This design comes from an exercise in tuning for small area, a short achievable clock period and few clock cycles on the open sky130 flow, not from production work.
At most, simulation tests tie the RTL to the original design; equivalence was not proved.

==> run a <==
// bicubic_column
module bicubic_column (
    input  wire                           CLK,
    input  wire                           RST,
    input  wire [scaler_pkg::ROW_W-1:0]   v0_i,
    input  wire [scaler_pkg::ROW_W-1:0]   h0_i,
    input  wire [scaler_pkg::SPAN_W-1:0]  sh_i,
    input  wire [scaler_pkg::SPAN_W-1:0]  th_i,
    output logic [scaler_pkg::ADDR_W-1:0] rom_addr_o,
    input  wire cubic_pkg::pixel_t        rom_data_i,
    output logic                          sram_cen_o,
    output logic                          sram_wen_o,
    output logic [scaler_pkg::ADDR_W-1:0] sram_addr_o,
    output cubic_pkg::pixel_t             sram_wdata_o,
    input  wire cubic_pkg::pixel_t        sram_rdata_i,
    output logic                          done_o
);
export LEC_CHECK = 0
export ABC_CLOCK_PERIOD_IN_PS = 3500
export CAP_MARGIN = 20
export CORE_MARGIN = 2
export CORE_UTILIZATION = 40
export SETUP_SLACK_MARGIN = 5.0
export SLEW_MARGIN = 20
create_clock -name core_clock -period 11.0 [get_ports {CLK}]
run.sh (not shown) runs the stock make flow with config.mk's settings and CLKGATE_MAP_FILE= SYNTH_SCRIPT=/design/flow/synth_recipe.tcl, a recipe that flattens the netlist after the stock synthesis.
==> inputs of run b, as changes to run a <==
--- a/flow/design.v
+++ b/flow/design.v
@@ -56,61 +56,55 @@
 `default_nettype wire
 `timescale 1ns/1ps
 `default_nettype none
 module cubic_engine (
     input  wire        CLK,
-    input  wire        va_i,      
-    input  wire        vb_i,      
+    input  wire        v_i,       
     input  wire        u1_i,      
     input  wire [7:0]  p0_i,
     input  wire [7:0]  p1_i,
     input  wire [7:0]  p2_i,
-    input  wire [7:0]  p3_i,
+    input  wire [7:0]  p3_i,      
     input  wire [7:0]  f_i,       
     input  wire [7:0]  d0_i,      
-    output logic [7:0] res_o      
+    input  wire [7:0]  c0_i,      
+    input  wire [7:0]  c2_i,      
+    output logic signed [9:0] rnd_o   
 );
-    logic signed [9:0]  u, v, w;
-    logic signed [10:0] a, a_q;
-    logic signed [9:0]  w_q;
-    logic signed [8:0]  c_q, c2_q;
-    logic signed [4:0]  dig;           
-    logic signed [19:0] v_add, v_out;
-    logic signed [15:0] pv_q;
-    logic signed [26:0] h_q;           
+    logic signed [10:0] a, a_q, a_rest;    
+    logic signed [9:0]  w, w_q;            
+    logic signed [8:0]  c;
+    logic signed [26:0] h_q;    
     logic [7:0]         f_q;
-    logic signed [8:0]  fq_s;          
-    logic signed [34:0] u_add, u_out;  
+    logic signed [19:0] h1;
+    logic signed [34:0] u_add, u_out;    
+    logic signed [34:0] u_mul;
+    logic signed [9:0]  rnd;
+    logic signed [8:0]  fm_s, fq_s;     
     logic signed [34:0] d_add;
-    logic signed [9:0]  rnd;
-    assign u = 10'(p1_i) - 10'(p2_i);
-    assign v = 10'(p3_i) - 10'(p0_i);
-    assign a = 11'(v) + 11'(u) + (11'(u) <<< 1);
-    assign w = 10'(p0_i) + 10'(p2_i) - (10'(p1_i) <<< 1);
-    assign dig   = va_i ? {1'b1, f_i[7:4]} : {1'b0, f_i[3:0]};
-    assign v_add = va_i ? (20'(w_q) <<< 4) : (20'(pv_q) <<< 4);
-    assign v_out = a_q * dig + v_add;
-    assign fq_s  = {1'b0, f_q};
+    assign a_rest = 11'sd3 * (11'(p1_i) - 11'(p2_i)) - 11'(p0_i);
+    assign a      = a_rest + 11'(p3_i);
+    assign w      = 10'(p0_i) + 10'(p2_i) - (10'(p1_i) <<< 1);
+    assign c      = 9'(c2_i) - 9'(c0_i);
+    assign fm_s = {1'b1, f_i};
+    assign fq_s = {1'b0, f_q};
     assign d_add = {2'd0, d0_i, 1'b1, 24'd0};
-    assign u_add = u1_i ? (35'(c2_q) <<< 16) : d_add;
-    assign u_out = h_q * fq_s + u_add;
+    assign h1 = a_q * fm_s + (20'(w_q) <<< 8);
+    assign u_add = u1_i ? (35'(c) <<< 16) : d_add;
+    assign u_mul = h_q * fq_s;
+    assign u_out = u_mul + u_add;
     assign rnd   = u_out[34:25];
     always_ff @(posedge CLK) begin
-        a_q  <= a;
-        w_q  <= w;
-        c_q  <= 9'(p2_i) - 9'(p0_i);
-        c2_q <= c_q;
-        pv_q <= v_out[15:0];
-        if (vb_i) begin
-            h_q <= 27'(v_out);
+        a_q <= a;
+        w_q <= w;
+        if (v_i) begin
+            h_q <= 27'(h1);
             f_q <= f_i;
         end else if (u1_i) begin
             h_q <= u_out[26:0];
         end
-        if (rnd[9])      res_o <= 8'd0;
-        else if (rnd[8]) res_o <= 8'hff;
-        else             res_o <= rnd[7:0];
+        rnd_o <= rnd;
     end
 endmodule
 `default_nettype wire
 `timescale 1ns/1ps
 `default_nettype none
@@ -153,15 +147,16 @@
     logic        all_in_q;
     logic [5:0]  r_q;              
     logic [7:0]  f_q;              
     logic [5:0]  g_q;              
     logic [7:0]  rs, gs;           
-    logic        vb_q, u1_q, u2_q, wv_q;
-    logic        s1_q, s2_q, s3_q;  
+    logic        u1_q, u2_q, wv_q;
+    logic        s1_q, s2_q;       
     logic        eng_done_q, rd_done_q, rdw;
     logic [5:0]  jw_q;             
     logic [7:0]  res;
+    logic signed [9:0] rnd;
     logic [5:0]  k_q;
     logic [7:0]  t_q;
     logic [5:0]  ta_q;
     logic        tab_done_q;
     logic [7:0]  ts;
@@ -208,11 +203,11 @@
     end
     always_ff @(posedge CLK) begin
         if (cnt_q == 3'd4) begin
             f_q <= q_row;
             g_q <= r_row;
-        end else if (vb_q) begin
+        end else if (issue) begin
             f_q <= f_q + q_row + {7'd0, !gs[7]};
             g_q <= gs[7] ? 6'(gs + {2'b0, dd_q}) : gs[5:0];
         end
     end
     assign fetch      = (cnt_q < 3'd4) || (issue && !rs[7] && !last);
@@ -237,29 +232,27 @@
             for (int i = 0; i < 4; i++) wn[i] = win[i];
         end
     end
     always_ff @(posedge CLK) begin
         if (RST) begin
-            vb_q <= 1'b0;
             u1_q <= 1'b0;
             u2_q <= 1'b0;
             wv_q <= 1'b0;
         end else begin
-            vb_q <= issue;
-            u1_q <= vb_q;
+            u1_q <= issue;
             u2_q <= u1_q;
             wv_q <= u2_q;
         end
         s1_q <= issue && fetch;
         s2_q <= s1_q;
-        s3_q <= s2_q;
     end
     cubic_engine u_eng (
-        .CLK(CLK), .va_i(ph_q), .vb_i(vb_q), .u1_i(u1_q),
+        .CLK(CLK), .v_i(issue), .u1_i(u1_q),
         .p0_i(wn[0]), .p1_i(wn[1]), .p2_i(wn[2]), .p3_i(wn[3]), .f_i(f_q),
-        .d0_i(s3_q ? win[0] : win[1]), .res_o(res)
+        .d0_i(s2_q ? win[0] : win[1]), .c0_i(win[0]), .c2_i(win[2]), .rnd_o(rnd)
     );
+    assign res = rnd[9] ? 8'd0 : rnd[8] ? 8'hff : rnd[7:0];
     assign rdw = all_in_q && !rd_done_q && cnt_q == 3'd5 && !wv_q && !r0w_q;
     assign tw  = !tab_done_q && div_ok && !wv_q && !r0w_q && !rdw;
     assign ts = {2'b0, ta_q} + {2'b0, r_tab} - {2'b0, dd_q};
     always_ff @(posedge CLK) begin
         if (RST) begin
==> flow/flow/run.sh (new file) <==
#!/bin/bash
set -euo pipefail
export SETUP_SLACK_MARGIN=5.4
export BUFFER_PORTS_ARGS="-buffer_cell sky130_fd_sc_hd__buf_1"
export CTS_ARGS="-sink_clustering_enable -repair_clock_nets -dont_use_dummy_load -buf_list sky130_fd_sc_hd__clkbuf_8 -sink_clustering_size 16 -sink_clustering_max_diameter 50"
bash standard.sh > standard.log 2>&1
==> flow/standard.sh (new file) <==
#!/bin/bash
# synth_recipe.tcl (not shown) runs the flow's synth.tcl, then flattens the netlist and writes it again
# the make line also repeats each setting of config.mk as NAME=value (left out here)
make -C /OpenROAD-flow-scripts/flow DESIGN_CONFIG=/design/flow/config.mk WORK_HOME=/design/flow/orfs CLKGATE_MAP_FILE= SYNTH_SCRIPT=/design/flow/synth_recipe.tcl "${@:-finish}"
CORE_UTILIZATION = 65   (was 40)
CTS_BUF_LIST = sky130_fd_sc_hd__clkbuf_4   (was not set)
SETUP_SLACK_MARGIN = not set   (was 5.0)
removed: flow/run.sh
==> insert_results.sql <==
INSERT INTO impl_metrics (metric_group, metric, value, unit) VALUES
('floorplan', 'n_tap_cell', '532', ''),
('layout', 'final_util', '0.7158', ''),
('layout', 'syn_to_final_growth', '9.097', '%'),
('synth', 'mappedNetlistNets', '3575', ''),
('setup_path', 'ff2ff_path_depth', '21', ''),
('setup_path', 'crit_path_max_fanout', '4', ''),
('layout', 'largest_registers', 'win (32), u_eng.h_q (27), addr_q (14)', ''),
('timing', 'tightestPinTransition', '970.6', 'ps'),
('clock_network', 'clk_transition_reported_paths', '80', 'ps'),
('outcome', 'result_of_the_run', 'no timing/DRC/antenna violations', ''),
('synth', 'synth_commonest_cells', 'inv_1 (509), fa_1 (328), ha_1 (286)', '');
(the above is from run b)
==> insert_results.sql <==
INSERT INTO impl_metrics (metric_group, metric, value, unit) VALUES
('layout', 'max_flop_register', 'win', ''),
('layout', 'syn_to_final_growth', '13.99', '%'),
('clock_network', 'clk_transition_reported_paths', '70', 'ps'),
('timing', 'tightestPinTransition', '1041', 'ps'),
('setup_path', 'critical_path.endpoint', 'u_eng.h_q[20]', ''),
('layout', 'largest_reg_flops', '32', ''),
('layout', 'final_util', '0.4623', ''),
('floorplan', 'n_tap_cell', '864', ''),
('synth', 'synth_commonest_cells', 'inv_1 (484), ha_1 (285), fa_1 (266)', ''),
('setup_path', 'crit_path_max_fanout', '8', ''),
('synth', 'mappedNetlistNets', '3506', ''),
('outcome', 'result_of_the_run', 'no timing/DRC/antenna violations', ''),
('setup_path', 'ff2ff_path_depth', '27', ''),
('layout', 'largest_registers', 'win (32), u_eng.h_q (27), u_eng.pv_q (16)', ''),
('layout', 'nMultiInputCombCells', '2088', '');
(the above is from run a)
Testbench counts of run b, summed over its fixed seeds: cycles 4,462.
No functional check of the RTL was part of run a.

## what the ideal ports hide
In the flow no input, the clock included, has a driving cell. The finished layouts below were timed again as built, in two steps. Step 1, drivers: a clkbuf_16 drives CLK and a buf_2 each remaining input, both assumed. Step 2, shift: input delay + t, output delay - t, t = (earliest + latest rising clock arrival at the registers) / 2. This alone moves slack from input paths to output paths. a / b / c = ideal ports / drivers / drivers and shift; a / b = the first two.
run	t, ns	setup WS [ns]	hold slack, ns	latest minus earliest clock arrival (ns)
run a	0.623	5.066 / 5.066 / 4.633	0.327 / 0.327 / 0.327	0.011 / 0.012
run b	0.587	5.465 / 5.465 / 5.064	0.361 / 0.361 / 0.361	0.052 / 0.053
After both steps every run listed still meets setup and hold. The setup slack of run a, which loses most, moves by 0.000 ns with the drivers and by -0.433 ns with both steps.
